From an optimization exercise on the open Yosys and OpenROAD flow, aimed at a short achievable clock period and few clock cycles; shortcuts taken in it are not production practice.
RTL that was checked went through simulation tests only; none was proved equivalent to the original.
Function not checked in runs 1 to 3 and 5: the RTL went through the layout flow alone.
Power figures rest on the tool's default switching activity, not on a simulated workload.

## flow/config.mk

```make
export PLATFORM = sky130hd
export DESIGN_NAME = cvpCore
export DESIGN_NICKNAME = cvpCore
export VERILOG_FILES = /design/flow/design.v
export SDC_FILE = /design/flow/constraint.sdc
export NUM_CORES = 4
export LEC_CHECK = 0
export ABC_CLOCK_PERIOD_IN_PS = 4000
export CAP_MARGIN = 20
export CORE_MARGIN = 2
export CORE_UTILIZATION = 60
export SLEW_MARGIN = 20
```

## flow/design.v

```verilog
package cvpPkg;
  typedef enum logic [3:0] {
    VADD = 4'h0,
    SST  = 4'h3,
    VLD  = 4'h4,
    VST  = 4'h5,
    SLL  = 4'h6,
    SLH  = 4'h7,
    J    = 4'h8,
    NOP  = 4'hF
  } opcodeT;
  typedef enum logic [2:0] {
    Fetch,
    Decode,
    Execute,
    VectorAdd,
    Load,
    Store,
    Jump,
    WriteBack
  } stateT;
  typedef struct packed {
    logic [2:0] dst;    
    logic [2:0] src1;   
    logic [2:0] src2;   
    logic [2:0] spare;  
  } regFieldsT;
  typedef struct packed {
    logic [3:0] spare;
    logic [7:0] imm;    
  } immFieldsT;
  typedef struct packed {
    logic [5:0] spare;
    logic [5:0] offset;  
  } offFieldsT;
  typedef union packed {
    regFieldsT  r;
    immFieldsT  i;
    offFieldsT  o;
    logic [11:0] jumpOffset;  
  } operandT;
  typedef struct packed {
    opcodeT  opcode;  
    operandT f;
  } instrT;
  typedef struct packed {
    logic [16-1:0] addr;
    logic               rd;
    logic               wr;
    logic [16-1:0] wrData;
  } memReqT;
  typedef struct packed {
    logic                  en;
    logic [3-1:0] addr;
    logic [(16 * 4)-1:0]     data;
  } regWriteT;
endpackage
`timescale 1ns/10ps
module halfFloatAddS1 (
  input  logic [15:0] a,
  input  logic [15:0] b,
  output logic [10:0] sigBig,
  output logic [10:0] sigSmall,
  output logic [4:0]  expBig,
  output logic [4:0]  diff,
  output logic        sub,
  output logic        signBig,
  output logic        anyInf,
  output logic        bothNeg
);
  logic        aBigger;
  logic [4:0]  expA;
  logic [4:0]  expB;
  logic [4:0]  diffAB;
  logic [4:0]  diffBA;
  cvpAdd #(.W(15)) u_cmp (
    .a (a[14:0]), .b (~b[14:0]), .cin (1'b1), .sum (), .cout (aBigger)
  );
  assign expA     = (a[14:10] == 5'd0) ? 5'd1 : a[14:10];
  assign expB     = (b[14:10] == 5'd0) ? 5'd1 : b[14:10];
  assign diffAB   = expA - expB;
  assign diffBA   = expB - expA;
  assign expBig   = aBigger ? expA : expB;
  assign diff     = aBigger ? diffAB : diffBA;
  assign sigBig   = aBigger ? {|a[14:10], a[9:0]} : {|b[14:10], b[9:0]};
  assign sigSmall = aBigger ? {|b[14:10], b[9:0]} : {|a[14:10], a[9:0]};
  assign sub      = a[15] ^ b[15];
  assign signBig  = aBigger ? a[15] : b[15];
  assign anyInf   = (&a[14:10]) | (&b[14:10]);
  assign bothNeg  = a[15] & b[15];
endmodule
module halfFloatAddS2 (
  input  logic [10:0] sigBig,
  input  logic [10:0] sigSmall,
  input  logic [4:0]  diff,
  input  logic        sub,
  output logic [14:0] raw
);
  logic [30:0] smallWide;
  logic [13:0] mantBig;
  logic [13:0] mantSmall;
  assign smallWide = {sigSmall, 20'd0} >> diff;
  assign mantBig   = {sigBig, 3'b000};
  assign mantSmall = {smallWide[30:18], |smallWide[17:0]};
  logic        carry;
  cvpAdd #(.W(14)) u_add (
    .a (mantBig), .b (sub ? ~mantSmall : mantSmall), .cin (sub),
    .sum (raw[13:0]), .cout (carry)
  );
  assign raw[14] = carry & !sub;
endmodule
module halfFloatAddS3 (
  input  logic [14:0] raw,
  input  logic [4:0]  expBig,
  output logic [13:0] norm,
  output logic [5:0]  expNorm
);
  logic [3:0]  leadZeros;
  logic [4:0]  maxShift;
  logic [3:0]  shiftAmt;
  logic [13:0] leftNorm;
  always_comb begin
    leadZeros = 4'd14;
    for (int i = 0; i <= 13; i++) begin
      if (raw[i]) leadZeros = 4'(13 - i);
    end
  end
  assign maxShift = expBig - 5'd1;
  assign shiftAmt = ({1'b0, leadZeros} > maxShift) ? maxShift[3:0] : leadZeros;
  assign leftNorm = raw[13:0] << shiftAmt;
  always_comb begin
    if (raw[14]) begin
      norm    = {raw[14:2], raw[1] | raw[0]};
      expNorm = {1'b0, expBig} + 6'd1;
    end else begin
      norm    = leftNorm;
      expNorm = leftNorm[13] ? {1'b0, expBig} - {2'b00, shiftAmt} : 6'd0;
    end
  end
endmodule
module halfFloatAddS4 (
  input  logic [13:0] norm,
  input  logic [5:0]  expNorm,
  input  logic        isZero,
  input  logic        signBig,
  input  logic        anyInf,
  input  logic        bothNeg,
  output logic [15:0] sum,
  output logic        overflow
);
  logic        roundUp;
  logic [15:0] rounded;
  logic        resSign;
  assign roundUp  = norm[2] & (norm[1] | norm[0] | norm[3]);
  cvpAdd #(.W(16)) u_round (
    .a ({expNorm, norm[12:3]}), .b (16'd0), .cin (roundUp), .sum (rounded), .cout ()
  );
  assign overflow = anyInf | (rounded[15:10] >= 6'd31);
  assign resSign  = isZero ? bothNeg : signBig;
  assign sum = overflow ? (16'h7C00 | {signBig, 15'd0})
                        : {resSign, rounded[14:0]};
endmodule
`timescale 1ns/10ps
module cvpAdd #(
  parameter int W = 16
) (
  input  logic [W-1:0] a,
  input  logic [W-1:0] b,
  input  logic         cin,
  output logic [W-1:0] sum,
  output logic         cout
);
  logic [W:0] g [0:$clog2(W+1)];
  logic [W:0] p [0:$clog2(W+1)];
  logic [W-1:0] hp;
  assign hp      = a ^ b;
  assign g[0]    = {a & b, cin};
  assign p[0]    = {hp, 1'b0};
  for (genvar k = 0; k < $clog2(W+1); k++) begin : g_lvl
    for (genvar i = 0; i <= W; i++) begin : g_bit
      if (i >= (1 << k)) begin : g_op
        assign g[k+1][i] = g[k][i] | (p[k][i] & g[k][i - (1 << k)]);
        assign p[k+1][i] = p[k][i] & p[k][i - (1 << k)];
      end else begin : g_pass
        assign g[k+1][i] = g[k][i];
        assign p[k+1][i] = p[k][i];
      end
    end
  end
  assign sum  = hp ^ g[$clog2(W+1)][W-1:0];
  assign cout = g[$clog2(W+1)][W];
endmodule
`timescale 1ns/10ps
module cvpCore (
  input  logic               Clk1,
  input  logic               reset,
  input  logic [16-1:0] DataIn,
  output logic [16-1:0] Addr,
  output logic [16-1:0] dataOut,
  output logic               RD,
  output logic               WR,
  output logic               V
);
  localparam int Q = 12;
  logic [63:0] vreg [8];
  logic [15:0] sreg [8];
  logic        flag;
  logic        resetQ;
  logic [15:0] addrQ;
  logic        rdQ;
  logic        wrQ;
  logic [15:0] doutQ;
  logic [15:0] addrI;
  logic [2:0]  stCnt;
  logic        t1Fetch, t1Load;
  logic [15:0] t1Pc;
  logic [1:0]  t1Lane;
  logic [2:0]  t1Dst;
  logic        t2Fetch, t2Load;
  logic [15:0] t2Pc;
  logic [1:0]  t2Lane;
  logic [2:0]  t2Dst;
  logic [15:0] fbase;
  logic        finc;
  logic [Q-1:0] qv;
  logic [15:0]  qi [Q];
  logic [15:0]  qpc [Q];
  logic [1:0]  seqLeft;
  logic        seqLoad;
  logic [1:0]  seqLane;
  logic [2:0]  seqDst;
  logic        p1v, p2v;
  logic [2:0]  p1d, p2d;
  logic [10:0] p1SigBig [4];
  logic [10:0] p1SigSmall [4];
  logic [4:0]  p1ExpBig [4];
  logic [4:0]  p1Diff [4];
  logic [3:0]  p1Sub, p1SignBig, p1AnyInf, p1BothNeg;
  logic [14:0] p2Raw [4];
  logic [4:0]  p2ExpBig [4];
  logic [3:0]  p2SignBig, p2AnyInf, p2BothNeg;
  logic        p3v;
  logic [2:0]  p3d;
  logic [13:0] p3Norm [4];
  logic [5:0]  p3ExpNorm [4];
  logic [3:0]  p3IsZero, p3SignBig, p3AnyInf, p3BothNeg;
  logic [15:0] hi;
  logic        hv;
  logic [3:0]  op;
  logic [2:0]  fd, fa, fb;
  logic        isVadd, isSst, isVld, isVst, isSll, isSlh, isMem;
  assign hi = qi[0];
  assign hv = qv[0];
  assign op = hi[15:12];
  assign fd = hi[11:9];
  assign fa = hi[8:6];
  assign fb = hi[5:3];
  assign isVadd = op == 4'h0;
  assign isSst  = op == 4'h3;
  assign isVld  = op == 4'h4;
  assign isVst  = op == 4'h5;
  assign isSll  = op == 4'h6;
  assign isSlh  = op == 4'h7;
  assign isMem  = isSst | isVld | isVst;
  function automatic logic ldPend(input logic [2:0] r);
    ldPend = ((seqLeft != 2'd0) && seqLoad && seqDst == r) ||
             (t1Load && t1Dst == r) || (t2Load && t2Dst == r);
  endfunction
  logic vaddHaz;
  assign vaddHaz = (p1v && (p1d == fa || p1d == fb)) ||
                   (p2v && (p2d == fa || p2d == fb)) ||
                   (p3v && (p3d == fa || p3d == fb)) ||
                   ldPend(fa) || ldPend(fb) || ldPend(fd);
  logic stall, issue;
  assign stall = stCnt != 3'd0 ||
                 (isMem && seqLeft != 2'd0) ||
                 (isVadd && vaddHaz) ||
                 ((isSst || isVst) && (p1v || p2v)) ||
                 (isVst && p3v && p3d == fd);
  assign issue = hv && !stall;
  logic match, flush;
  logic [15:0] redirect;
  always_comb begin
    match = t2Fetch && t2Pc == addrI;
    for (int i = 0; i < Q; i++) begin
      if (qv[i] && qpc[i] == addrI) match = 1'b1;
    end
  end
  assign flush    = stCnt != 3'd0 && match;
  assign redirect = qv[0] ? qpc[0] : t2Pc;
  logic        isJ, jShort, jNowS, jLongNow, jNow;
  logic        jlPend;
  logic [15:0] jlPc;
  logic [11:0] jlOff;
  logic [15:0] jTargetS, jlTarget;
  assign isJ      = t2Fetch && DataIn[15:12] == 4'h8;
  assign jShort   = DataIn[11:3] == 9'h000 || DataIn[11:3] == 9'h1FF;
  assign jNowS    = isJ && jShort && DataIn[11:0] != 12'd1;
  assign jLongNow = isJ && !jShort;
  assign jNow     = jNowS || jlPend;
  logic [15:0] jCand [16];
  function automatic logic [15:0] jOff4(input logic [3:0] k);
    jOff4 = {{12{k[3]}}, k};
  endfunction
  assign jTargetS = jCand[DataIn[3:0]];
  for (genvar k = 0; k < 16; k++) begin : g_jCand
    always_ff @(posedge Clk1) jCand[k] <= t1Pc + jOff4(4'(k));
  end
  cvpAdd #(.W(16)) u_jlTarget (
    .a (jlPc), .b ({{4{jlOff[11]}}, jlOff}), .cin (1'b0), .sum (jlTarget), .cout ()
  );
  logic       room, dataNext, doFetch;
  logic [15:0] seqFetch;
  logic        jSel;
  assign room      = !qv[Q-1] && !(qv[Q-2] && (t1Fetch || t2Fetch)) &&
                     !(qv[Q-3] && t1Fetch && t2Fetch);
  assign dataNext  = (issue && isMem) || seqLeft != 2'd0;
  assign doFetch   = !dataNext && room && !jLongNow;
  cvpAdd #(.W(16)) u_seqFetch (
    .a (fbase), .b (16'd0), .cin (finc), .sum (seqFetch), .cout ()
  );
  assign jSel      = jNow && !flush;
  logic [15:0] fetchAddr;
  always_comb begin
    if (jNowS && !flush)       fetchAddr = jTargetS;
    else if (jlPend && !flush) fetchAddr = jlTarget;
    else                       fetchAddr = seqFetch;
  end
  logic [15:0] sa, sd, base;
  logic [63:0] va, vb, vd;
  assign sa   = sreg[fa];
  assign sd   = sreg[fd];
  cvpAdd #(.W(16)) u_base (
    .a (sa), .b ({10'd0, hi[5:0]}), .cin (1'b0), .sum (base), .cout ()
  );
  logic [15:0] addrInc;
  cvpAdd #(.W(16)) u_addrInc (
    .a (addrI), .b (16'd0), .cin (1'b1), .sum (addrInc), .cout ()
  );
  assign va   = vreg[fa];
  assign vb   = vreg[fb];
  assign vd   = vreg[fd];
  logic [10:0] s1SigBig [4];
  logic [10:0] s1SigSmall [4];
  logic [4:0]  s1ExpBig [4];
  logic [4:0]  s1Diff [4];
  logic [3:0]  s1Sub, s1SignBig, s1AnyInf, s1BothNeg;
  logic [14:0] s2Raw [4];
  logic [13:0] s3Norm [4];
  logic [5:0]  s3ExpNorm [4];
  logic [15:0] s4Sum [4];
  logic [3:0]  s4Ovf;
  for (genvar l = 0; l < 4; l++) begin : g_lane
    halfFloatAddS1 u_s1 (
      .a        (va[l*16 +: 16]),
      .b        (vb[l*16 +: 16]),
      .sigBig   (s1SigBig[l]),
      .sigSmall (s1SigSmall[l]),
      .expBig   (s1ExpBig[l]),
      .diff     (s1Diff[l]),
      .sub      (s1Sub[l]),
      .signBig  (s1SignBig[l]),
      .anyInf   (s1AnyInf[l]),
      .bothNeg  (s1BothNeg[l])
    );
    halfFloatAddS2 u_s2 (
      .sigBig   (p1SigBig[l]),
      .sigSmall (p1SigSmall[l]),
      .diff     (p1Diff[l]),
      .sub      (p1Sub[l]),
      .raw      (s2Raw[l])
    );
    halfFloatAddS3 u_s3 (
      .raw      (p2Raw[l]),
      .expBig   (p2ExpBig[l]),
      .norm     (s3Norm[l]),
      .expNorm  (s3ExpNorm[l])
    );
    halfFloatAddS4 u_s4 (
      .norm     (p3Norm[l]),
      .expNorm  (p3ExpNorm[l]),
      .isZero   (p3IsZero[l]),
      .signBig  (p3SignBig[l]),
      .anyInf   (p3AnyInf[l]),
      .bothNeg  (p3BothNeg[l]),
      .sum      (s4Sum[l]),
      .overflow (s4Ovf[l])
    );
  end
  always_ff @(posedge Clk1) begin
    for (int l = 0; l < 4; l++) begin
      p1SigBig[l]   <= s1SigBig[l];
      p1SigSmall[l] <= s1SigSmall[l];
      p1ExpBig[l]   <= s1ExpBig[l];
      p1Diff[l]     <= s1Diff[l];
      p2Raw[l]      <= s2Raw[l];
      p2ExpBig[l]   <= p1ExpBig[l];
      p3Norm[l]     <= s3Norm[l];
      p3ExpNorm[l]  <= s3ExpNorm[l];
      p3IsZero[l]   <= p2Raw[l] == 15'd0;
    end
    p3SignBig <= p2SignBig;
    p3AnyInf  <= p2AnyInf;
    p3BothNeg <= p2BothNeg;
    p3d <= p2d;
    p1Sub     <= s1Sub;
    p1SignBig <= s1SignBig;
    p1AnyInf  <= s1AnyInf;
    p1BothNeg <= s1BothNeg;
    p2SignBig <= p1SignBig;
    p2AnyInf  <= p1AnyInf;
    p2BothNeg <= p1BothNeg;
    p1d <= fd;
    p2d <= p1d;
  end
  logic [Q-1:0] qvN;
  logic [15:0]  qiN [Q];
  logic [15:0]  qpcN [Q];
  logic [Q:0]   qvX;
  logic [Q-1:0] qvS;
  logic [15:0]  qiX [Q+1];
  logic [15:0]  qpcX [Q+1];
  always_comb begin
    qvX = {1'b0, qv};
    for (int i = 0; i < Q; i++) begin
      qiX[i]  = qi[i];
      qpcX[i] = qpc[i];
    end
    qiX[Q]  = qi[Q-1];
    qpcX[Q] = qpc[Q-1];
    for (int i = 0; i < Q; i++) begin
      if (issue) begin
        qvN[i]  = qvX[i+1];
        qiN[i]  = qiX[i+1];
        qpcN[i] = qpcX[i+1];
      end else begin
        qvN[i]  = qvX[i];
        qiN[i]  = qiX[i];
        qpcN[i] = qpcX[i];
      end
    end
    qvS = qvN;
    for (int i = 0; i < Q; i++) begin
      if (t2Fetch && !qvS[i] && (i == 0 || qvS[(i + Q - 1) % Q])) begin
        qvN[i]  = 1'b1;
        qiN[i]  = DataIn;
        qpcN[i] = t2Pc;
      end
    end
    if (flush) qvN = '0;
  end
  always_ff @(posedge Clk1) resetQ <= reset;
  always_ff @(posedge Clk1) begin
    if (resetQ) begin
      addrQ   <= '0;
      addrI   <= '0;
      stCnt   <= '0;
      doutQ   <= '0;
      rdQ     <= 1'b1;
      wrQ     <= 1'b0;
      t1Fetch <= 1'b1;
      t1Load  <= 1'b0;
      t1Pc    <= '0;
      t2Fetch <= 1'b0;
      t2Load  <= 1'b0;
      jlPend  <= 1'b0;
      fbase   <= '0;
      finc    <= 1'b1;
      qv      <= '0;
      seqLeft <= '0;
      p1v     <= 1'b0;
      p2v     <= 1'b0;
      p3v     <= 1'b0;
      flag    <= 1'b0;
      for (int i = 0; i < 8; i++) begin
        vreg[i] <= '0;
        sreg[i] <= '0;
      end
    end else begin
      t2Fetch <= t1Fetch && !(jNowS || jLongNow || flush);
      jlPend  <= jLongNow && !flush;
      jlPc    <= t2Pc;
      jlOff   <= DataIn[11:0];
      t2Load  <= t1Load;
      t2Pc    <= t1Pc;
      t2Lane  <= t1Lane;
      t2Dst   <= t1Dst;
      t1Load <= 1'b0;
      t1Fetch <= 1'b0;
      doutQ   <= '0;  
      if (issue && isMem) begin
        addrQ   <= base;
        addrI   <= base;
        stCnt   <= isVld ? 3'd0 : (isSst ? 3'd1 : 3'd4);
        rdQ     <= isVld;
        wrQ     <= !isVld;
        doutQ   <= isSst ? sd : vd[15:0];
        t1Load  <= isVld;
        t1Lane  <= 2'd0;
        t1Dst   <= fd;
        seqLeft <= isSst ? 2'd0 : 2'd3;
        seqLoad <= isVld;
        seqLane <= 2'd1;
        seqDst  <= fd;
      end else if (seqLeft != 2'd0) begin
        addrQ   <= addrInc;
        addrI   <= addrInc;
        stCnt   <= stCnt - {2'd0, stCnt != 3'd0};
        doutQ   <= vreg[seqDst][seqLane*16 +: 16];
        t1Load  <= seqLoad;
        t1Lane  <= seqLane;
        t1Dst   <= seqDst;
        seqLeft <= seqLeft - 2'd1;
        seqLane <= seqLane + 2'd1;
      end else if (doFetch) begin
        addrQ   <= fetchAddr;
        addrI   <= fetchAddr;
        stCnt   <= stCnt - {2'd0, stCnt != 3'd0};
        rdQ     <= 1'b1;
        wrQ     <= 1'b0;
        t1Fetch <= !flush;
        t1Pc    <= fetchAddr;
      end else begin
        addrQ   <= seqFetch;  
        stCnt   <= stCnt - {2'd0, stCnt != 3'd0};
        rdQ     <= 1'b0;
        wrQ     <= 1'b0;
      end
      if (flush) begin
        fbase <= redirect;
        finc  <= 1'b0;
      end else if (jNow) begin
        fbase <= fetchAddr;
        finc  <= doFetch;
      end else if (doFetch) begin
        fbase <= seqFetch;
        finc  <= 1'b1;
      end
      qv <= qvN;
      for (int i = 0; i < Q; i++) begin
        qi[i]  <= qiN[i];
        qpc[i] <= qpcN[i];
      end
      if (issue && isSll) sreg[fd][7:0]  <= hi[7:0];
      if (issue && isSlh) sreg[fd][15:8] <= hi[7:0];
      p1v <= issue && isVadd;
      p2v <= p1v;
      p3v <= p2v;
      if (p3v) begin
        vreg[p3d] <= {s4Sum[3], s4Sum[2], s4Sum[1], s4Sum[0]};
        flag      <= |s4Ovf;
      end
      if (t2Load) vreg[t2Dst][t2Lane*16 +: 16] <= DataIn;
    end
    if (reset) begin
      addrQ <= '0;
      doutQ <= '0;
      rdQ   <= 1'b1;
      wrQ   <= 1'b0;
    end
  end
  assign Addr    = addrQ;
  assign dataOut = doutQ;
  assign RD      = rdQ;
  assign WR      = wrQ;
  assign V       = flag;
endmodule
```

## flow/constraint.sdc

```tcl
create_clock -name core_clock -period 15.0 [get_ports {Clk1}]
set_input_delay 3.0000 -clock core_clock [delete_from_list [all_inputs] [get_ports {Clk1}]]
set_output_delay 3.0000 -clock core_clock [all_outputs]
set_load 0.01 [all_outputs]
```

## flow/standard.sh

```bash
#!/bin/bash
# synth_recipe.tcl (not shown) runs the flow's synth.tcl, then flattens the netlist and writes it again
# the make line also repeats each setting of config.mk as NAME=value (left out here)
make -C /OpenROAD-flow-scripts/flow DESIGN_CONFIG=/design/flow/config.mk WORK_HOME=/design/flow/orfs CLKGATE_MAP_FILE= SYNTH_SCRIPT=/design/flow/synth_recipe.tcl "${@:-finish}"
```

## flow/flow/run.sh

```bash
#!/bin/bash
# Standard ORFS layout, with repair aiming well below the clock period.
set -euo pipefail
MARGIN=${MARGIN:-10.5}
bash standard.sh SETUP_SLACK_MARGIN=$MARGIN finish > flow_standard.log 2>&1
```

==> results of run 1 <==
==> cells by family (layout without fill, tap and decap cells) <==
logic type      count (synthesis)  count (layout)  share of synthesized area
xor+xnor                      676             676                     0.0591
simple gates                 2004            2005                     0.0956
compound gates               1600            1603                      0.108
fa+ha+maj                     233             233                     0.0302
flops                        1765            1765                      0.461
mux                          1373            1373                      0.210
other cells                     0               3                          0
buf+inv                       877             965                     0.0353
==> where the power goes <==
| part | switching, mW | leakage [nW] | internal (mW) |
|---|---|---|---|
| Combinational | 5.99 | 22.3 | 4.33 |
| Sequential | 1.03 | 16.4 | 6.14 |
| Clock | 1.98 | 3.01 | 2.69 |
| Total | 9.00 | 41.7 | 13.2 |
==> worst reg2reg max path: cells and delay by family (launching register included) <==
kind | cells | cell delay [ns]
AND/OR/NAND/NOR | 3 | 2.92
flip-flops | 1 | 0.82
buffers and inverters | 1 | 0.34
==> synthesized netlist by cell type, types with 223 or more instances <==
cell	instances	area share
xor2_1	255	0.022
mux4_2	542	0.12
a21oi_1	316	0.016
mux2i_1	398	0.040
a22o_1	283	0.025
edfxtp_1	1084	0.33
o21ai_0	337	0.017
nand2_1	606	0.023
xnor2_1	421	0.037
nor2_1	498	0.019
mux2_2	431	0.048
inv_1	223	0.0084
dfxtp_1	681	0.14
clkbuf_1	409	0.015
==> area by class of cell <==
type | count | share of cell area
clock inverters | 72 | 0.00616
repair buffers | 382 | 0.0368
well taps | 2189 | 0.0245
inverters | 244 | 0.00829
flip-flops and latches | 1765 | 0.414
clock buffers | 267 | 0.0487
multi-input cells | 5890 | 0.462
diodes | 3 | 0.0000671
==> how the worst min path moves through the flow <==
| stage | slack, ns | to | cells past startpoint | from |
|---|---|---|---|---|
| 4_1_cts | 0.31 | p3BothNeg[2] | 0 | p2BothNeg[2] |
| 2_1_floorplan | 0.31 | p2AnyInf[0] | 0 | p1AnyInf[0] |
| 6_report | 0.30 | p3BothNeg[2] | 0 | p2BothNeg[2] |
| 5_1_grt | 0.32 | p3BothNeg[2] | 0 | p2BothNeg[2] |
| 3_3_place_gp | 0.31 | p2BothNeg[3] | 0 | p1BothNeg[3] |
| 3_5_place_dp | 0.31 | p2ExpBig[2][3] | 0 | p1ExpBig[2][3] |
==> metal layers <==
metal / global-route usage / up-vias / wire [um]
met5: 0 / - / 154
met3: 0.0744 / 1022 / 35900
met2: 0.608 / 4666 / 156000
li1: - / 32200 / -
met1: 0.493 / 37000 / 124000
met4: 0.201 / 20 / 20600
==> flip-flops by register name (all words and copies together) (netlist names), 20 cells and up, named ones only <==
signal,count
qpc,192
p3Norm,52
jCand,222
p1Diff,20
vreg,512
p1ExpBig,20
p2Raw,60
qi,192
p2ExpBig,20
p1SigSmall,44
p1SigBig,44
sreg,128
p3ExpNorm,24
==> per-stage QoR <==
stage	cells	util	hold slack, ns	power [mW]	setup slack, ns
floorplan	8528	-	0.310	14.2	10.13
global route	10800	0.676	0.319	23.2	10.38
finish	10800	0.676	0.303	22.2	10.42
global placement	10300	0.622	0.310	16.8	8.13
detailed placement	10300	0.622	0.313	16.9	8.02
CTS	10700	0.667	0.310	21.7	10.46
==> what timing repair did <==
item                                    4_1_cts  5_1_grt
gates resized for setup                     249      140
setup buffers                                44       56
endpoints found under the setup margin      958      396
pin swaps                                    21       42
gates cloned                                  9       19
==> out/summary.txt, run 1 <==
clock sinks = 1,765
element type at the critical path end = flop
CTS Root Cell = clkbuf_16
fmax = 0.218 GHz
H-tree Lvls = 4
CP arrival = 5.34 ns
Synth Cell Area = 100,000 sq um
Critical Path RT = 15.76 ns
DRC violations left = 0
Setup-failing EPs final = 0
first-pass GRT wire length = 477,000 um
Post-CTS Hold Buffers = 0
register area = 46,300 sq um
post-layout min period = 4.58 ns
initial antenna violation count = 15
CTS max path bufs = 3
DR WL/cell = 31.1 um
area grow syn2layout = 11.7%
Seq/Total Area, Yosys = 0.461
reg2reg setup slack = 10.53 ns
Power per Cell Area = 198 nW/um^2
syn nets = 8,779
Nets = 8,718
slew margin rel. = 0.184
starting density of the core = 0.605
number of max-cap violations = 0
layout cells sized above 1 = 0.223
Hold Path Class = reg -> reg
leakage power = 41.7 nW
post-DP HPWL = 218,000 um
CTS tree = done
CP most frequent cell = buf_12
grt ovf = 0
DRT iter0 DRCs = 10,400
vias after detailed routing = 74,900
crit-path cells = buf_2 > buf_12 > nor4b_4 > nand2_2 > a211o_4 > buf_12 > nand2_8 > o22ai_1 > a22o_1 > or2_4 > a311oi_2
Synth Register Bits = 1,765
Crit-path slowest cell = nor4b_4
Yosys Warn Count = 49
crit share post-route = 0.305
Post-synth ARST share = 0
status = timing/DRC/antenna clean
largest net degree at the start of global routing = 97
Mean Syn Cell Area = 11.7 sq um
Least-Margin Pin Slew = 1.22 ns
most common cell after layout, fill and taps aside = edfxtp_1
synthesized netlist cell count = 8,528
final instance area = 112,000 sq um
Crit Path Category = in -> reg
Std-Cell Rows = 149
total CTS buffers = 184
Multi-input gate area = 51,600 sq um
FILL cells = 12,200
Stages on worst setup path = 11
dominant synthesized flop cell = edfxtp_1
worst vdd ir = 0.000164 V
vias in the first global route = 71,500
commonest cells after routing, fill and taps aside = edfxtp_1 (1,084), dfxtp_1 (637), nand2_1 (596)
worst skew pair latency = 0.85 ns
Post-synth EDFFs = 1,084
final slew viol count = 0
Post-Route WL = 337,000 um
critical path capture point = addrI[5]
Avg Vias per Cell = 6.93
Die Width = 412 um
drt first pass iters = 8
Worst Path Max Fanout = 38
clock skew = 0.0357 ns
Max stage delay on crit path = 0.41 ns
Buf+Inv Stages, Crit Path = 3
Post-DP Area = 103,000 sq um
RR Startpoint = t2Lane[0]
CTS clk-pin slew, worst paths = 0.06 ns
count of cell types in the netlist = 106
Ports = 53
Largest delay share family, worst path = compound AO/OA/AOI/OAI gates
full die area = 170,000 sq um
post-detailed-route count of antenna-violating nets = 0
Setup Total Neg Slack = 0 ns
CP Launch Type = input port
Crit. Startpoint = DataIn[12]
total core area = 165,000 sq um
worst flop-to-flop path endpoint = vreg[4][39]
Die H = 412 um
Tot GR Track Use = 0.381
PortBufs = 52
FF-to-FF path depth = 4
Placer Congestion = 0.944
Final Hold Vio Count = 0
RSZ-0062 raised after global routing = yes
==> run 2, diff against run 1 <==
==> flow/flow/run.sh (replaced) <==
#!/bin/bash
# Standard ORFS layout, with repair aiming well below the clock period.
set -euo pipefail
MARGIN=${MARGIN:-11.2}
bash standard.sh SETUP_SLACK_MARGIN=$MARGIN finish > flow_standard.log 2>&1
==> run 2 against run 1 <==
Still clean on timing, DRC and antenna. Critical path type unchanged. Core utilization is 5.1 points higher. Sequential share of layout area down 2.8 points. Clock skew up 0.016 ns.
==> out/summary.txt, run 2 <==
status = timing/DRC/antenna clean
post-DP HPWL = 216,000 um (-0.95%)
Final WS setup = 10.48 ns (+0.0644 ns)
Tot GR Track Use = 0.413 (+0.0320)
initial antenna violation count = 23 (+8)
drt first pass iters = 8 (unchanged)
Final Hold Vio Count = 0 (unchanged)
synthesized netlist cell count = 8,528 (unchanged)
CTS max path bufs = 3 (unchanged)
Largest regs = vreg (512), jCand (222)
Yosys Warn Count = 49 (unchanged)
clock sinks = 1,765 (unchanged)
Avg Vias per Cell = 7.05 (+1.8%)
count of cell types in the netlist = 106 (unchanged)
CTS Root Cell = clkbuf_16
clock skew = 0.0518 ns (+0.0161 ns)
PortBufs = 52 (unchanged)
worst skew pair latency = 0.88 ns (+0.03 ns)
Inst Count DP = 10,300 (+0.039%)
number of max-cap violations = 0 (unchanged)
FF-to-FF path depth = 11 (+7)
vias after detailed routing = 79,400 (+6.0%)
Post-Place Worst Slack = 8.13 ns (+0.114 ns)
Hold Crit Depth = 0 (unchanged)
FILL cells = 11,100 (-9.0%)
Ports = 53 (unchanged)
vias in the first global route = 75,600 (+5.7%)
syn nets = 8,779 (unchanged)
leakage power = 45.0 nW (+7.8%)
Worst Path Max Fanout = 4 (-89%)
largest cells by area after synthesis = edfxtp_1 (33%), dfxtp_1 (14%), mux4_2 (12%)
Synth Register Bits = 1,765 (unchanged)
Post-synth EDFFs = 1,084 (unchanged)
DRC violations left = 0 (unchanged)
Critical Path RT = 15.77 ns (about the same)
CTS clk-pin slew, worst paths = 0.06 ns (about the same)
Largest register FFs = 512 (unchanged)
element type at the critical path end = flop
crit share post-route = 0.301 (-0.00429)
Max stage delay on crit path = 0.35 ns (-0.06 ns)
grt ovf = 0 (unchanged)
Die Width = 412 um (unchanged)
total core area = 165,000 sq um (unchanged)
Post-synth ARST share = 0 (unchanged)
RR Startpoint = t2Pc[1]
Hold Path End = p3SignBig[2]
Biggest register = vreg
worst flop-to-flop path endpoint = addrQ[3]
Seq/Total Area, Yosys = 0.461 (unchanged)
Largest delay share family, worst path = compound AO/OA/AOI/OAI gates
post-layout min period = 4.52 ns (-0.0644 ns)
reg2reg setup slack = 10.74 ns (+0.21 ns)
DR WL/cell = 32.4 um (+4.2%)
Mean Syn Cell Area = 11.7 sq um (unchanged)
full die area = 170,000 sq um (unchanged)
RSZ-0062 raised after global routing = yes
Post-CTS Hold Buffers = 0 (unchanged)
Least-Margin Pin Slew = 1.26 ns (+0.0408 ns)
CP Launch Type = input port
Util after Layout = 0.728 (+0.0512)
total CTS buffers = 188 (+2.2%)
final std cells w/o fill = 11,300 (+4.2%)
Power per Cell Area = 209 nW/um^2 (+5.4%)
final slew viol count = 0 (unchanged)
worst hold start = p2SignBig[2]
layout cells sized above 1 = 0.310 (+0.0869)
Crit Path Category = in -> reg
worst vdd ir = 0.000141 V (-14%)
Post-synth top cells = edfxtp_1 (1,084), dfxtp_1 (681), nand2_1 (606)
starting density of the core = 0.605 (unchanged)
first-pass GRT wire length = 513,000 um (+7.7%)
commonest cells after routing, fill and taps aside = edfxtp_1 (1,084), dfxtp_1 (584), nand2_1 (580)
dominant synthesized flop cell = edfxtp_1
CP arrival = 5.28 ns (-0.06 ns)
register area = 46,400 sq um (+0.34%)
Setup Total Neg Slack = 0 ns (unchanged)
Post-Route WL = 365,000 um (+8.5%)
H-tree Lvls = 4 (unchanged)
Crit-path slowest cell = a211o_4
Std-Cell Rows = 149 (unchanged)
post-detailed-route count of antenna-violating nets = 0 (unchanged)
area grow syn2layout = 20.2%
largest net degree at the start of global routing = 68 (-30%)
DRT iter0 DRCs = 11,100 (+6.1%)
crit-path cells = buf_8 > buf_12 > nor4_4 > nand3b_1 > buf_4 > a211o_4 > nand3_2 > mux2i_4 > o31ai_2 > o211ai_1 > a21o_1 > a21oi_1
Synth Cell Area = 100,000 sq um (unchanged)
Setup-failing EPs final = 0 (unchanged)
Placer Congestion = 0.953 (+0.99%)
CTS tree = done
Buf+Inv Stages, Crit Path = 3 (unchanged)
Multi-input gate area = 54,600 sq um (+5.8%)
Nets = 9,145 (+4.9%)
most common cell after layout, fill and taps aside = edfxtp_1
fmax = 0.221 GHz (+1.4%)
slew margin rel. = 0.157 (-0.0272)
count leader, synth = edfxtp_1
Hold Path Class = reg -> reg
Die H = 412 um (unchanged)
top cell type's share of synthesized area = 0.325 (unchanged)
Synth area leader = edfxtp_1
-- run 2: cell counts after synthesis --
No cell type changed its count.
-- run 2: worst max-delay path by stage --
stage	end	startpoint	slack, ns	cells past startpoint
2_1_floorplan	addrI[5]	DataIn[14]	10.13	9
3_3_place_gp	addrI[6]	DataIn[2]	8.24	12
3_5_place_dp	addrI[6]	DataIn[2]	8.13	12
4_1_cts	addrI[2]	DataIn[7]	10.58	12
5_1_grt	addrQ[14]	DataIn[0]	10.46	13
6_report	addrQ[14]	DataIn[6]	10.48	12
-- run 2: metrics by stage --
| step | hold slack, ns | instance area [sq um] | total power, mW |
|---|---|---|---|
| after floorplan | 0.310 | 102000 | 14.3 |
| after global placement | 0.310 | 103000 | 16.8 |
| after detailed placement | 0.312 | 103000 | 16.9 |
| after CTS | 0.324 | 116000 | 23.0 |
| after global routing | 0.328 | 120000 | 26.2 |
| final | 0.320 | 120000 | 25.1 |
-- run 2: cell families after synthesis --
family,Yosys count,synth area share
mux,1373,0.210
flops,1765,0.461
fa+ha+maj,233,0.0302
buf+inv,877,0.0353
compound gates,1600,0.108
xor+xnor,676,0.0591
simple gates,2004,0.0956
-- run 2: layout make-up --
type	count	area share
Clock inverter	92	0.00868
Multi-Input combinational cell	5905	0.454
Inverter	244	0.00814
Tap cell	2189	0.0228
Sequential cell	1765	0.386
Timing Repair Buffer	790	0.0751
Antenna cell	12	0.000250
Clock buffer	265	0.0452
-- run 2: what timing repair did --
| item | CTS | global route |
|---|---|---|
| pin swaps | 186 | 179 |
| setup endpoints to repair | 1311 | 1153 |
| gates resized for setup | 788 | 521 |
| gates cloned | 50 | 28 |
| buffers inserted | 277 | 193 |
-- run 2: per-layer routing --
metal  track usage  vias to the layer above  wire (um)
li1              -                    33100          -
met3         0.116                     1414      46200
met2         0.641                     5825     166000
met1         0.514                    39000     127000
met5             0                        -        179
met4         0.248                       22      26800
-- run 2: power by group --
part	internal (mW)	total (mW)	switching, mW
logic	5.96	13.0	7.07
registers	6.17	7.23	1.05
clock network	2.79	4.87	2.08
total	14.9	25.1	10.2
==> run 3, diff against run 2 <==
--- a/flow/design.v
+++ b/flow/design.v
@@ -214,5 +214,4 @@
   logic [2:0]  stCnt;
   logic        t1Fetch, t1Load;
-  logic [15:0] t1Pc;
   logic [1:0]  t1Lane;
   logic [2:0]  t1Dst;
@@ -305,5 +304,7 @@
   assign jTargetS = jCand[DataIn[3:0]];
   for (genvar k = 0; k < 16; k++) begin : g_jCand
-    always_ff @(posedge Clk1) jCand[k] <= t1Pc + jOff4(4'(k));
+    cvpAdd #(.W(16)) u_jCand (
+      .a (t2Pc), .b (jOff4(4'(k))), .cin (1'b0), .sum (jCand[k]), .cout ()
+    );
   end
   cvpAdd #(.W(16)) u_jlTarget (
@@ -316,15 +317,13 @@
                      !(qv[Q-3] && t1Fetch && t2Fetch);
   assign dataNext  = (issue && isMem) || seqLeft != 2'd0;
-  assign doFetch   = !dataNext && room && !jLongNow;
+  assign doFetch   = !dataNext && room;
   cvpAdd #(.W(16)) u_seqFetch (
     .a (fbase), .b (16'd0), .cin (finc), .sum (seqFetch), .cout ()
   );
   assign jSel      = jNow && !flush;
-  logic [15:0] fetchAddr;
-  always_comb begin
-    if (jNowS && !flush)       fetchAddr = jTargetS;
-    else if (jlPend && !flush) fetchAddr = jlTarget;
-    else                       fetchAddr = seqFetch;
-  end
+  logic [15:0] fetchNoJ;
+  logic        useJ;
+  assign fetchNoJ = (jlPend && !flush) ? jlTarget : seqFetch;
+  assign useJ     = jNowS && doFetch && !flush;
   logic [15:0] sa, sd, base;
   logic [63:0] va, vb, vd;
@@ -461,5 +460,4 @@
       t1Fetch <= 1'b1;
       t1Load  <= 1'b0;
-      t1Pc    <= '0;
       t2Fetch <= 1'b0;
       t2Load  <= 1'b0;
@@ -478,10 +476,10 @@
       end
     end else begin
-      t2Fetch <= t1Fetch && !(jNowS || jLongNow || flush);
+      t2Fetch <= t1Fetch && !(jNowS || jLongNow || jlPend || flush);
       jlPend  <= jLongNow && !flush;
       jlPc    <= t2Pc;
       jlOff   <= DataIn[11:0];
       t2Load  <= t1Load;
-      t2Pc    <= t1Pc;
+      t2Pc    <= addrQ;  
       t2Lane  <= t1Lane;
       t2Dst   <= t1Dst;
@@ -514,11 +512,9 @@
         seqLane <= seqLane + 2'd1;
       end else if (doFetch) begin
-        addrQ   <= fetchAddr;
-        addrI   <= fetchAddr;
+        addrQ   <= fetchNoJ;
         stCnt   <= stCnt - {2'd0, stCnt != 3'd0};
         rdQ     <= 1'b1;
         wrQ     <= 1'b0;
         t1Fetch <= !flush;
-        t1Pc    <= fetchAddr;
       end else begin
         addrQ   <= seqFetch;  
@@ -527,9 +523,15 @@
         wrQ     <= 1'b0;
       end
+      if (useJ) begin
+        addrQ <= jTargetS;
+      end
       if (flush) begin
         fbase <= redirect;
         finc  <= 1'b0;
-      end else if (jNow) begin
-        fbase <= fetchAddr;
+      end else if (jNowS) begin
+        fbase <= jTargetS;
+        finc  <= doFetch;
+      end else if (jlPend) begin
+        fbase <= jlTarget;
         finc  <= doFetch;
       end else if (doFetch) begin
==> run 3 against run 2 <==
Non-clock buffer count is 19 lower. Total power fell by 8.8%. Global-route usage is 1.5 points higher. Critical endpoint is now fbase[6]. Worst setup slack got worse by 0.37 ns. Clock power shrank 11%. Synthesized cell count shrank 3.8%. Core utilization down 0.35 points. First-iteration DRC count up 8.2%. Die area is 4.9% lower. Synthesized area is 4.9% lower. Critical path type unchanged. Count of clock-buffer cells in the layout is 36 lower.
==> out/summary.txt, run 3 <==
status = timing/DRC/antenna clean
number of max-cap violations = 0 (unchanged)
Tot Pwr = 22.9 mW (-8.8%)
Seq/Total Area, Yosys = 0.435 (-0.0261)
main combinational cell family by area after synthesis = multiplexers
Largest register FFs = 512 (unchanged)
post-detailed-route count of antenna-violating nets = 0 (unchanged)
Crit. Startpoint = DataIn[2]
CTS Root Cell = clkbuf_16
crit share post-route = 0.326 (+0.0245)
top cell type's share of synthesized area = 0.342 (+0.0169)
total core area = 158,000 sq um (-4.4%)
Post-Route WL = 360,000 um (-1.6%)
Post-synth ARST share = 0 (unchanged)
Post-CTS Hold Buffers = 0 (unchanged)
RSZ-0062 raised after global routing = yes
element type at the critical path end = flop
RR Startpoint = t2Pc[2]
Setup-failing EPs final = 0 (unchanged)
Simple-Gate Fraction of Synth Area = 0.106 (+0.0102)
Least-Margin Pin Slew = 1.31 ns (+0.0505 ns)
Power per Cell Area = 200 nW/um^2 (-4.1%)
count of cell types in the netlist = 113 (+6.6%)
dominant synthesized flop cell = edfxtp_1
Crit-path slowest cell = or4b_4
Nets = 8,777 (-4.0%)
post-DP HPWL = 216,000 um (about the same)
vias after detailed routing = 78,700 (-0.97%)
WHS = 0.324 ns (+0.00439 ns)
total CTS buffers = 166 (-12%)
Largest delay share family, worst path = compound AO/OA/AOI/OAI gates
area grow syn2layout = 20.2% (about the same)
drt first pass iters = 8 (unchanged)
final slew viol count = 0 (unchanged)
initial antenna violation count = 20 (-13%)
Post-Synth Adder-Cell Area = 0.0317 (+0.00157)
worst hold start = p2BothNeg[0]
mux cell area share after synthesis = 0.225 (+0.0140)
full die area = 162,000 sq um (-4.9%)
leakage power = 42.8 nW (-4.9%)
Worst Path Max Fanout = 8 (+4)
CP most frequent cell = buf_16
FILL cells = 10,600 (-4.1%)
Final Hold Vio Count = 0 (unchanged)
CTS clk-pin slew, worst paths = 0.07 ns (about the same)
Placer Congestion = 0.979 (+2.7%)
Hold Path Class = reg -> reg
count leader, synth = edfxtp_1
DRT iter0 DRCs = 12,000 (+8.2%)
post-layout min period = 4.89 ns (+0.368 ns)
final std cells w/o fill = 10,800 (-4.5%)
Max stage delay on crit path = 0.60 ns (+0.25 ns)
Critical Path RT = 15.74 ns (-0.03 ns)
starting density of the core = 0.602 (-0.00314)
first-pass GRT wire length = 508,000 um (-1.0%)
Mean Syn Cell Area = 11.6 sq um (-1.2%)
Synth Area in Compound Gates = 0.118 (+0.0105)
Inst Count DP = 9,895 (-4.3%)
slew margin rel. = 0.118 (-0.0387)
Biggest register = vreg
Post-synth top cells = edfxtp_1 (1,084), nand2_1 (561), mux4_2 (543)
Ports = 53 (unchanged)
largest net degree at the start of global routing = 129 (+90%)
clock skew = 0.0438 ns (-0.00800 ns)
most common cell after layout, fill and taps aside = edfxtp_1
fmax = 0.205 GHz (-7.5%)
grt ovf = 0 (unchanged)
Synth Cell Area = 95,200 sq um (-4.9%)
CP arrival = 5.62 ns (+0.34 ns)
Std-Cell Rows = 146 (-2.0%)
PortBufs = 52 (unchanged)
XOR/XNOR share of the synthesized area = 0.0472 (-0.0119)
layout cells sized above 1 = 0.316 (+0.00556)
syn nets = 8,456 (-3.7%)
crit-path cells = buf_16 > buf_16 > or4b_4 > buf_6 > buf_12 > o221ai_4 > nor2_2 > a41oi_2 > a2111oi_4 > a21oi_2 > o21a_2 > a211oi_2 > a2111oi_2
Util after Layout = 0.724 (-0.00348)
Synth area leader = edfxtp_1
vias in the first global route = 75,400 (-0.37%)
synthesized netlist cell count = 8,205 (-3.8%)
CTS max path bufs = 3 (unchanged)
worst vdd ir = 0.000159 V (+12%)
Largest regs = vreg (512), qi (192), qpc (192)
Yosys Warn Count = 48 (-2.0%)
CTS tree = done
DR WL/cell = 33.5 um (+3.1%)
Setup Total Neg Slack = 0 ns (unchanged)
Post-synth EDFFs = 1,084 (unchanged)
Die Width = 402 um (-2.5%)
Buf+Inv Stages, Crit Path = 4 (+1)
Crit Path Category = in -> reg
largest cells by area after synthesis = edfxtp_1 (34%), mux4_2 (13%), dfxtp_1 (9.3%)
clock sinks = 1,527 (-13%)
worst skew pair latency = 0.88 ns (about the same)
H-tree Lvls = 4 (unchanged)
Avg Vias per Cell = 7.32 (+3.7%)
Synth Register Bits = 1,527 (-13%)
DRC violations left = 0 (unchanged)
Tot GR Track Use = 0.428 (+0.0150)
CP Launch Type = input port
Die H = 402 um (-2.5%)
commonest cells after routing, fill and taps aside = edfxtp_1 (1,084), nand2_1 (547), mux4_2 (543)
## run 3: power breakdown
part	leakage [nW]	internal [mW]	switching, mW
Clock	2.81	2.46	1.86
Sequential	14.4	5.33	0.913
Combinational	25.5	5.83	6.52
## run 3: kinds of logic after synthesis
family,after synthesis
adder cells (fa/ha/maj),233
AND/OR/NAND/NOR,1999
flip-flops,1527
AO/OA/AOI/OAI,1658
multiplexers,1400
XOR/XNOR,513
buffers and inverters,875
## run 3: worst reg2reg max path, cell delays in order (launching register included)
cell and delay (ns):
edfxtp_1 0.35, buf_4 0.32, inv_1 0.67, ha_1 0.82, a21bo_2 0.42, a32oi_2 0.29, a21oi_1 0.11, a2111o_1 0.34
a2111oi_4 0.45, a21boi_1 0.14, or3_1 0.40, o31a_1 0.11, nor2_1 0.09, nor3_1 0.05
## run 3: per-stage QoR
stage / cell area, sq um / worst slack, ns
after floorplan: 96700 / 9.67
after detailed placement: 97800 / 8.02
after CTS: 111000 / 10.21
final: 114000 / 10.11
after global routing: 114000 / 10.07
after global placement: 97800 / 8.07
## run 3: final cells by class
type                       count  area, sq um  share of cell area
multi-input combinational   5807        54200               0.474
sequential                  1527        41600               0.364
timing repair buffer         771         9190              0.0804
clock buffer                 229         4760              0.0416
tap                         2072         2590              0.0227
inverter                     253         1010             0.00881
clock inverter                83          976             0.00853
antenna                       11         27.5            0.000241
## run 3: per-layer routing
metal / track usage / wire [um] / up-vias
met3: 0.117 / 44800 / 1737
met2: 0.653 / 160000 / 6239
met1: 0.525 / 123000 / 38400
li1: - / - / 32300
met4: 0.309 / 32400 / 12
met5: 0 / 75 / -
## run 3: timing repair
| action | CTS | global route |
|---|---|---|
| endpoints found under the hold margin | 0 | 0 |
| gates resized for setup | 869 | 456 |
| setup endpoints to repair | 1387 | 1034 |
| buffers inserted | 325 | 135 |
| cloned | 60 | 11 |
| pin swaps | 189 | 172 |
## run 3: final timing paths
path,end,slack [ns],cells past startpoint
hold / removal,p3BothNeg[0],0.32,0
setup / recovery,fbase[6],10.11,13
hold reg to reg,p3BothNeg[0],0.32,0
setup reg to reg,fbase[7],10.28,13
==> run 4, diff against run 3 <==
--- a/flow/design.v
+++ b/flow/design.v
@@ -214,4 +214,5 @@
   logic [2:0]  stCnt;
   logic        t1Fetch, t1Load;
+  logic [15:0] t1Pc;
   logic [1:0]  t1Lane;
   logic [2:0]  t1Dst;
@@ -304,7 +305,5 @@
   assign jTargetS = jCand[DataIn[3:0]];
   for (genvar k = 0; k < 16; k++) begin : g_jCand
-    cvpAdd #(.W(16)) u_jCand (
-      .a (t2Pc), .b (jOff4(4'(k))), .cin (1'b0), .sum (jCand[k]), .cout ()
-    );
+    always_ff @(posedge Clk1) jCand[k] <= t1Pc + jOff4(4'(k));
   end
   cvpAdd #(.W(16)) u_jlTarget (
@@ -460,4 +459,5 @@
       t1Fetch <= 1'b1;
       t1Load  <= 1'b0;
+      t1Pc    <= '0;
       t2Fetch <= 1'b0;
       t2Load  <= 1'b0;
@@ -481,5 +481,5 @@
       jlOff   <= DataIn[11:0];
       t2Load  <= t1Load;
-      t2Pc    <= addrQ;  
+      t2Pc    <= t1Pc;
       t2Lane  <= t1Lane;
       t2Dst   <= t1Dst;
@@ -513,8 +513,10 @@
       end else if (doFetch) begin
         addrQ   <= fetchNoJ;
+        addrI   <= fetchNoJ;
         stCnt   <= stCnt - {2'd0, stCnt != 3'd0};
         rdQ     <= 1'b1;
         wrQ     <= 1'b0;
         t1Fetch <= !flush;
+        t1Pc    <= fetchNoJ;
       end else begin
         addrQ   <= seqFetch;  
@@ -525,4 +527,6 @@
       if (useJ) begin
         addrQ <= jTargetS;
+        addrI <= jTargetS;
+        t1Pc  <= jTargetS;
       end
       if (flush) begin
==> run 4 against run 3 <==
Largest cell class unchanged. First-iteration DRC count up 2.6%. Count of clock-buffer cells in the layout up 30. Highest routed layer unchanged. Still clean. Final cell count up 6.1%.
==> out/summary.txt, run 4 <==
FF-to-FF path depth = 14 (+1)
leakage power = 45.0 nW (+5.3%)
top cell type's share of synthesized area = 0.325 (-0.0167)
grt ovf = 0 (unchanged)
Placer Congestion = 0.971 (-0.83%)
Largest register FFs = 512 (unchanged)
Crit Path Category = in -> reg
full die area = 170,000 sq um (+5.1%)
Hold Path Class = reg -> reg
Biggest register = vreg
post-detailed-route count of antenna-violating nets = 0 (unchanged)
worst vdd ir = 0.000149 V (-5.9%)
post-DP HPWL = 226,000 um (+4.4%)
vias in the first global route = 76,800 (+2.0%)
layout cells sized above 1 = 0.302 (-0.0132)
Post-synth top cells = edfxtp_1 (1,084), dfxtp_1 (681), nand2_1 (659)
PortBufs = 52 (unchanged)
CP arrival = 5.12 ns (-0.50 ns)
Mean Syn Cell Area = 11.6 sq um (-0.33%)
count of cell types in the netlist = 103 (-8.8%)
Largest regs = vreg (512), jCand (222)
Post-synth EDFFs = 1,084 (unchanged)
reg2reg setup slack = 10.94 ns (+0.66 ns)
Tot Pwr = 25.8 mW (+13%)
dominant synthesized flop cell = edfxtp_1
Setup-failing EPs final = 0 (unchanged)
Synth area leader = edfxtp_1
RSZ-0062 raised after global routing = yes
synthesized netlist cell count = 8,656 (+5.5%)
fmax = 0.228 GHz (+11%)
main combinational cell family by area after synthesis = multiplexers
Hold Crit Depth = 0 (unchanged)
post-layout min period = 4.39 ns (-0.493 ns)
crit share post-route = 0.293 (-0.0328)
Critical Path RT = 15.73 ns (about the same)
area grow syn2layout = 20.2% (about the same)
Std-Cell Rows = 149 (+2.1%)
Tot GR Track Use = 0.423 (-0.00464)
Die Width = 412 um (+2.5%)
Die H = 412 um (+2.5%)
largest net degree at the start of global routing = 65 (-50%)
number of max-cap violations = 0 (unchanged)
commonest cells after routing, fill and taps aside = edfxtp_1 (1,084), nand2_1 (632), nor2_1 (600)
Synth Area in Compound Gates = 0.110 (-0.00881)
Final Hold Vio Count = 0 (unchanged)
largest cells by area after synthesis = edfxtp_1 (33%), dfxtp_1 (14%), mux4_2 (12%)
Synth Register Bits = 1,765 (+16%)
drt first pass iters = 6 (-2)
Nets = 9,302 (+6.0%)
CP Launch Type = input port
clock sinks = 1,765 (+16%)
count leader, synth = edfxtp_1
slew margin rel. = 0.178 (+0.0596)
Post-Synth Adder-Cell Area = 0.0302 (-0.00155)
Least-Margin Pin Slew = 1.23 ns (-0.0819 ns)
most common cell after layout, fill and taps aside = edfxtp_1
crit-path cells = buf_12 > buf_16 > nand2_8 > nor3_2 > buf_4 > a221oi_2 > and3_1 > nand4_1 > o211ai_1 > o21ai_2 > buf_4 > a21oi_2 > nor2_1
Simple-Gate Fraction of Synth Area = 0.0969 (-0.00888)
Yosys Warn Count = 49 (+2.1%)
worst skew pair latency = 0.87 ns (about the same)
clock skew = 0.0380 ns (-0.00580 ns)
element type at the critical path end = flop
CTS tree = done
Synth Cell Area = 100,000 sq um (+5.1%)
Crit-path slowest cell = a221oi_2
first-pass GRT wire length = 524,000 um (+3.3%)
Setup Total Neg Slack = 0 ns (unchanged)
Worst Path Max Fanout = 12 (+4)
worst hold start = p2BothNeg[0]
CTS Root Cell = clkbuf_16
total core area = 165,000 sq um (+4.7%)
syn nets = 8,907 (+5.3%)
XOR/XNOR share of the synthesized area = 0.0597 (+0.0125)
starting density of the core = 0.605 (+0.00287)
H-tree Lvls = 4 (unchanged)
Post-synth ARST share = 0 (unchanged)
DRT iter0 DRCs = 12,300 (+2.6%)
DR WL/cell = 32.6 um (-2.4%)
status = timing/DRC/antenna clean
total CTS buffers = 189 (+14%)
DRC violations left = 0 (unchanged)
Hold Path End = p3BothNeg[0]
Seq/Total Area, Yosys = 0.462 (+0.0263)
worst flop-to-flop path endpoint = addrI[13]
Ports = 53 (unchanged)
Max stage delay on crit path = 0.32 ns (-0.28 ns)
mux cell area share after synthesis = 0.207 (-0.0178)
vias after detailed routing = 81,100 (+3.1%)
final slew viol count = 0 (unchanged)
CTS max path bufs = 3 (unchanged)
Avg Vias per Cell = 7.11 (-2.8%)
final std cells w/o fill = 11,400 (+6.1%)
Inst Count DP = 10,500 (+5.7%)
Post-Route WL = 372,000 um (+3.5%)
initial antenna violation count = 18 (-10%)
CP most frequent cell = buf_4
Power per Cell Area = 215 nW/um^2 (+7.3%)
CTS clk-pin slew, worst paths = 0.06 ns (about the same)
==> run 4: per-layer routing <==
metal,part of all wire,track usage
met3,0.13,0.112
met4,0.075,0.257
met2,0.44,0.646
met5,0.00034,0
met1,0.35,0.541
==> run 4: power by group <==
| group | total, mW | switching, mW | internal (mW) | leakage [nW] |
|---|---|---|---|---|
| logic | 13.6 | 7.46 | 6.16 | 25.5 |
| clock network | 4.88 | 2.09 | 2.78 | 3.17 |
| registers | 7.34 | 1.06 | 6.28 | 16.4 |
| total | 25.8 | 10.6 | 15.2 | 45.0 |
==> run 4: final cells by class <==
type	count	area [sq um]
Clock inverter	95	1040
Clock buffer	259	5400
Inverter	241	998
Multi-Input combinational cell	6035	54700
Timing Repair Buffer	819	8870
Fill cell	11100	45100
Antenna cell	6	15.0
Tap cell	2189	2740
Sequential cell	1765	46400
==> run 4: logic make-up after synthesis <==
logic type | Yosys count
and+or+nand+nor | 2113
DFF | 1765
AOI/OAI and AO/OA | 1654
muxes | 1328
buffers and inverters | 881
xor gates and xnor gates | 682
adders and majority gates | 233
==> run 4: per-stage QoR <==
stage               hold slack [ns]  setup WS (ns)  area (sq um)  utilization
global route                  0.330          10.59        120000        0.727
global placement              0.310           8.00        103000        0.623
finish                        0.320          10.61        120000        0.727
CTS                           0.323          10.59        116000        0.701
detailed placement            0.312           7.93        103000        0.623
floorplan                     0.310          10.24        102000            -
==> run 4: worst max-delay path by stage <==
stage / to / slack [ns] / startpoint
3_5_place_dp: addrI[4] / 7.93 / DataIn[3]
4_1_cts: Addr[10] / 10.59 / addrQ[10]
3_3_place_gp: addrI[4] / 8.00 / DataIn[3]
2_1_floorplan: addrQ[9] / 10.24 / DataIn[6]
5_1_grt: fbase[5] / 10.59 / DataIn[2]
6_report: addrQ[4] / 10.61 / DataIn[2]
==> run 4: critical path: cells and delay by family <==
| kind | cells | cell delay [ns] |
|---|---|---|
| AO/OA/AOI/OAI | 4 | 0.81 |
| buffers and inverters | 4 | 0.66 |
| AND/OR/NAND/NOR | 5 | 0.64 |
==> run 4: what timing repair did <==
| item | CTS | global route |
|---|---|---|
| resized for setup | 793 | 523 |
| hold endpoints to repair | 0 | 0 |
| setup buffers | 317 | 210 |
| endpoints found under the setup margin | 1458 | 858 |
| pin swaps | 185 | 213 |
| cloned | 53 | 13 |
| hold buffers | 0 | 0 |
Testbench counts of run 4, summed over its fixed seeds: cycles 14,752.
==> run 5, diff against run 4 <==
--- a/flow/design.v
+++ b/flow/design.v
@@ -218,4 +218,8 @@
   logic [2:0]  t1Dst;
   logic        t2Fetch, t2Load;
+  logic        t1Is, t2Is;
+  logic        kv, kJ;
+  logic [15:0] kaddr, kword, kTarget;
+  logic        injQ;
   logic [15:0] t2Pc;
   logic [1:0]  t2Lane;
@@ -282,5 +286,5 @@
   logic [15:0] redirect;
   always_comb begin
-    match = t2Fetch && t2Pc == addrI;
+    match = (t2Fetch && t2Pc == addrI) || (injQ && kaddr == addrI);
     for (int i = 0; i < Q; i++) begin
       if (qv[i] && qpc[i] == addrI) match = 1'b1;
@@ -288,5 +292,5 @@
   end
   assign flush    = stCnt != 3'd0 && match;
-  assign redirect = qv[0] ? qpc[0] : t2Pc;
+  assign redirect = qv[0] ? qpc[0] : (injQ ? kaddr : t2Pc);
   logic        isJ, jShort, jNowS, jLongNow, jNow;
   logic        jlPend;
@@ -303,5 +307,15 @@
     jOff4 = {{12{k[3]}}, k};
   endfunction
-  assign jTargetS = jCand[DataIn[3:0]];
+  logic [15:0] jCandX [16];
+  logic [15:0] kHit;
+  logic        kWordJ, hitNow, kUse;
+  assign kUse = kv && kJ && !(stCnt != 3'd0 && addrI == kaddr);
+  for (genvar k = 0; k < 16; k++) begin : g_kHit
+    assign kHit[k]   = kUse && jCand[k] == kaddr;
+    assign jCandX[k] = kHit[k] ? kTarget : jCand[k];
+  end
+  assign jTargetS = jCandX[DataIn[3:0]];
+  assign kWordJ   = DataIn[15:12] == 4'h8 && jShort && DataIn[11:0] != 12'd1;
+  assign hitNow   = kHit[DataIn[3:0]];
   for (genvar k = 0; k < 16; k++) begin : g_jCand
     always_ff @(posedge Clk1) jCand[k] <= t1Pc + jOff4(4'(k));
@@ -440,8 +454,8 @@
     qvS = qvN;
     for (int i = 0; i < Q; i++) begin
-      if (t2Fetch && !qvS[i] && (i == 0 || qvS[(i + Q - 1) % Q])) begin
+      if ((t2Fetch || injQ) && !qvS[i] && (i == 0 || qvS[(i + Q - 1) % Q])) begin
         qvN[i]  = 1'b1;
-        qiN[i]  = DataIn;
-        qpcN[i] = t2Pc;
+        qiN[i]  = injQ ? kword : DataIn;
+        qpcN[i] = injQ ? kaddr : t2Pc;
       end
     end
@@ -462,4 +476,8 @@
       t2Fetch <= 1'b0;
       t2Load  <= 1'b0;
+      t1Is    <= 1'b1;
+      t2Is    <= 1'b0;
+      kv      <= 1'b0;
+      injQ    <= 1'b0;
       jlPend  <= 1'b0;
       fbase   <= '0;
@@ -482,8 +500,20 @@
       t2Load  <= t1Load;
       t2Pc    <= t1Pc;
+      t2Is    <= t1Is;
+      injQ    <= useJ && hitNow;
+      if (t2Is && !t2Fetch) begin
+        kv      <= !(stCnt != 3'd0 && addrI == t2Pc);
+        kJ      <= kWordJ;
+        kaddr   <= t2Pc;
+        kword   <= DataIn;
+        kTarget <= jCand[DataIn[3:0]];
+      end else if (stCnt != 3'd0 && addrI == kaddr) begin
+        kv      <= 1'b0;
+      end
       t2Lane  <= t1Lane;
       t2Dst   <= t1Dst;
       t1Load <= 1'b0;
       t1Fetch <= 1'b0;
+      t1Is    <= 1'b0;
       doutQ   <= '0;  
       if (issue && isMem) begin
@@ -513,9 +543,9 @@
       end else if (doFetch) begin
         addrQ   <= fetchNoJ;
-        addrI   <= fetchNoJ;
         stCnt   <= stCnt - {2'd0, stCnt != 3'd0};
         rdQ     <= 1'b1;
         wrQ     <= 1'b0;
         t1Fetch <= !flush;
+        t1Is    <= 1'b1;
         t1Pc    <= fetchNoJ;
       end else begin
@@ -527,5 +557,4 @@
       if (useJ) begin
         addrQ <= jTargetS;
-        addrI <= jTargetS;
         t1Pc  <= jTargetS;
       end
==> run 5 against run 4 <==
Still clean on timing, DRC and antenna. Critical path depth decreased by 1. Via count increased by 13%. Final cell count increased by 11%. Synthesized cell count increased by 14%. Maximum frequency decreased by 7.8%. Global-route usage increased by 4.8 points. Clock power increased by 2%. Count of clock-buffer cells in the layout increased by 2. Synthesized area increased by 6.9%. Combinational power increased by 6%. Design area increased by 6.1%. Critical endpoint is now t1Pc[5]. Largest cell class unchanged.
==> out/summary.txt, run 5 <==
CTS max path bufs = 3 (unchanged)
post-layout min period = 4.76 ns (+0.369 ns)
area grow syn2layout = 19.3%
drt first pass iters = 10 (+4)
Mean Syn Cell Area = 10.9 sq um (-5.9%)
commonest cells after routing, fill and taps aside = edfxtp_1 (1,133), nor2_1 (809), nand2_1 (640)
final slew viol count = 0 (unchanged)
Hold Path Class = reg -> reg
Final Hold Vio Count = 0 (unchanged)
CP arrival = 5.48 ns (+0.36 ns)
Inst Count DP = 11,700 (+12%)
leakage power = 48.2 nW (+7.0%)
Post-Place Worst Slack = 7.91 ns (-0.0206 ns)
Die H = 426 um (+3.3%)
Worst Path Max Fanout = 7 (-5)
full die area = 182,000 sq um (+6.8%)
final std cells w/o fill = 12,700 (+11%)
Yosys Warn Count = 51 (+4.1%)
CTS tree = done
Std-Cell Rows = 154 (+3.4%)
post-detailed-route count of antenna-violating nets = 0 (unchanged)
total core area = 177,000 sq um (+6.9%)
Nets = 10,400 (+12%)
Avg Vias per Cell = 7.27 (+2.3%)
Synth Register Bits = 1,818 (+3.0%)
XOR/XNOR share of the synthesized area = 0.0761 (+0.0164)
Critical Path RT = 15.72 ns (about the same)
Final WS setup = 10.24 ns (-0.369 ns)
dominant synthesized flop cell = edfxtp_1
FILL cells = 11,800 (+6.4%)
largest net degree at the start of global routing = 71 (+9.2%)
mux cell area share after synthesis = 0.170 (-0.0371)
Least-Margin Pin Slew = 1.35 ns (+0.113 ns)
count of cell types in the netlist = 96 (-6.8%)
Largest register FFs = 512 (unchanged)
Crit-path slowest cell = or4_4
Synth Area in Compound Gates = 0.127 (+0.0173)
slew margin rel. = 0.0998 (-0.0781)
Post-Synth Adder-Cell Area = 0.0284 (-0.00182)
grt ovf = 0 (unchanged)
Post-DP Area = 110,000 sq um (+7.2%)
total CTS buffers = 192 (+1.6%)
Die Width = 426 um (+3.3%)
H-tree Lvls = 4 (unchanged)
most common cell after layout, fill and taps aside = edfxtp_1
Placer Congestion = 1.02 (+5.4%)
CTS clk-pin slew, worst paths = 0.07 ns (about the same)
Synth Cell Area = 107,000 sq um (+6.9%)
Max stage delay on crit path = 0.53 ns (+0.21 ns)
top cell type's share of synthesized area = 0.318 (-0.00716)
final instance area = 128,000 sq um (+6.1%)
number of max-cap violations = 0 (unchanged)
vias after detailed routing = 92,100 (+13%)
Post-synth EDFFs = 1,133 (+4.5%)
Biggest register = vreg
Largest regs = vreg (512), jCand (222)
worst vdd ir = 0.000177 V (+19%)
Ports = 53 (unchanged)
WHS = 0.324 ns (+0.00325 ns)
Post-synth top cells = edfxtp_1 (1,133), nor2_1 (879), dfxtp_1 (685)
Setup-failing EPs final = 0 (unchanged)
Post-synth ARST share = 0 (unchanged)
DRT iter0 DRCs = 14,600 (+18%)
fmax = 0.210 GHz (-7.8%)
starting density of the core = 0.605 (about the same)
first-pass GRT wire length = 615,000 um (+17%)
Post-Route WL = 447,000 um (+20%)
element type at the critical path end = flop
worst skew pair latency = 0.89 ns (+0.02 ns)
Seq/Total Area, Yosys = 0.446 (-0.0152)
status = timing/DRC/antenna clean
vias in the first global route = 87,000 (+13%)
crit share post-route = 0.317 (+0.0246)
syn nets = 10,100 (+13%)
clock sinks = 1,818 (+3.0%)
Setup Total Neg Slack = 0 ns (unchanged)
layout cells sized above 1 = 0.248 (-0.0542)
clock skew = 0.0592 ns (+0.0212 ns)
Post-CTS Hold Buffers = 0 (unchanged)
crit-path cells = buf_16 > buf_12 > buf_6 > nor3_4 > and4_1 > a2bb2oi_2 > nand4_1 > or2_4 > or4_4 > a211oi_4 > mux2_4 > a211oi_2
Synth area leader = edfxtp_1
count leader, synth = edfxtp_1
PortBufs = 52 (unchanged)
CTS Root Cell = clkbuf_16
Power per Cell Area = 215 nW/um^2 (+0.11%)
DRC violations left = 0 (unchanged)
Tot GR Track Use = 0.471 (+0.0483)
DR WL/cell = 35.3 um (+8.1%)
reg2reg setup slack = 10.41 ns (-0.53 ns)
Simple-Gate Fraction of Synth Area = 0.114 (+0.0173)
main combinational cell family by area after synthesis = multiplexers
RSZ-0062 raised after global routing = yes
Crit Path Category = in -> reg
synthesized netlist cell count = 9,827 (+14%)
largest cells by area after synthesis = edfxtp_1 (32%), dfxtp_1 (13%), mux4_2 (11%)
initial antenna violation count = 29 (+11)
post-DP HPWL = 276,000 um (+22%)
CP Launch Type = input port
==> run 5: per-stage QoR <==
| stage | utilization | total power [mW] |
|---|---|---|
| 6_report | 0.722 | 27.5 |
| 5_1_grt | 0.722 | 28.3 |
| 4_1_cts | 0.701 | 25.3 |
| 3_5_place_dp | 0.625 | 18.5 |
| 3_3_place_gp | 0.625 | 18.2 |
| 2_1_floorplan | - | 15.2 |
==> run 5: metal layers <==
| metal | share of wire | global-route usage | vias to the layer above |
|---|---|---|---|
| met4 | 0.097 | 0.347 | 38 |
| li1 | - | - | 37400 |
| met1 | 0.33 | 0.564 | 44500 |
| met2 | 0.43 | 0.706 | 7771 |
| met5 | 0.00063 | 0 | - |
| met3 | 0.14 | 0.164 | 2300 |
==> run 5: final timing paths <==
| kind | startpoint | to | cells after the start |
|---|---|---|---|
| setup reg to reg | kaddr[8] | t1Pc[5] | 12 |
| hold reg to reg | p2AnyInf[0] | p3AnyInf[0] | 0 |
| setup / recovery | DataIn[1] | t1Pc[5] | 12 |
| hold / removal | p2AnyInf[0] | p3AnyInf[0] | 0 |
==> run 5: cell families (layout without fill, tap and decap cells) <==
group / count (synthesis) / in the layout
multiplexers: 1135 / 1135
AO/OA/AOI/OAI: 2078 / 2085
flip-flops: 1818 / 1818
other: 0 / 7
XOR/XNOR: 929 / 929
adder cells (fa/ha/maj): 234 / 234
buffers and inverters: 1026 / 1496
AND/OR/NAND/NOR: 2607 / 2611
==> run 5: layout make-up <==
class	instances	area [sq um]	area share
sequential	1818	48000	0.376
clock buffer	261	5340	0.0419
antenna	7	17.5	0.000137
multi-input combinational	6994	59700	0.468
clock inverter	104	1180	0.00926
tap	2340	2930	0.0229
inverter	280	1100	0.00866
timing repair buffer	851	9360	0.0733
==> run 5: power breakdown <==
part | switching, mW | internal [mW] | leakage (nW)
clock | 2.17 | 2.83 | 3.17
combinational | 8.00 | 6.45 | 28.1
sequential | 1.58 | 6.43 | 16.9
total | 11.7 | 15.7 | 48.2
==> run 5: repair_timing <==
item,CTS,global route
pin swaps,172,219
setup endpoints to repair,1388,1117
setup buffers,341,151
resized for setup,820,466
cloned,47,14
==> run 5: critical path, delay by kind of cell <==
family	cells	cell delay (ns)
compound gates	3	0.57
simple gates	5	1.33
buf+inv	3	0.35
mux	1	0.22

-- port drivers added, routing unchanged --
No port has a modelled driver above. Below, the same layouts with a new extraction and two added sets of constraints.
Step 1 sets driving cells, clkbuf_16 on the clock port and buf_2 on the other inputs (assumed; they add their load-dependent delay and slew).
Step 2 times the ports against the registers' clock, not the clock port: input delays grow and output delays shrink by t, the midpoint of the rising clock arrivals with the driver on.
Three values: ideal, step 1, step 2; two values: the first two.
run | shift t [ns] | setup WS [ns] | hold WS [ns] | worst setup path after step 2
run 1 | 0.925 | 10.418 / 10.283 / 9.358 | 0.303 / 0.303 / 0.303 | input to register
run 2 | 0.943 | 10.483 / 10.213 / 9.270 | 0.320 / 0.320 / 0.320 | input to register
run 3 | 0.949 | 10.115 / 9.941 / 8.992 | 0.324 / 0.324 / 0.324 | input to register
run 4 | 0.948 | 10.607 / 10.482 / 9.535 | 0.320 / 0.320 / 0.320 | input to register
run 5 | 0.958 | 10.238 / 9.996 / 9.039 | 0.324 / 0.324 / 0.324 | input to register
After both steps setup and hold are still met in every run listed. The setup slack of run 2, which loses most, moves by -0.270 ns with the drivers and by -1.213 ns with both steps.
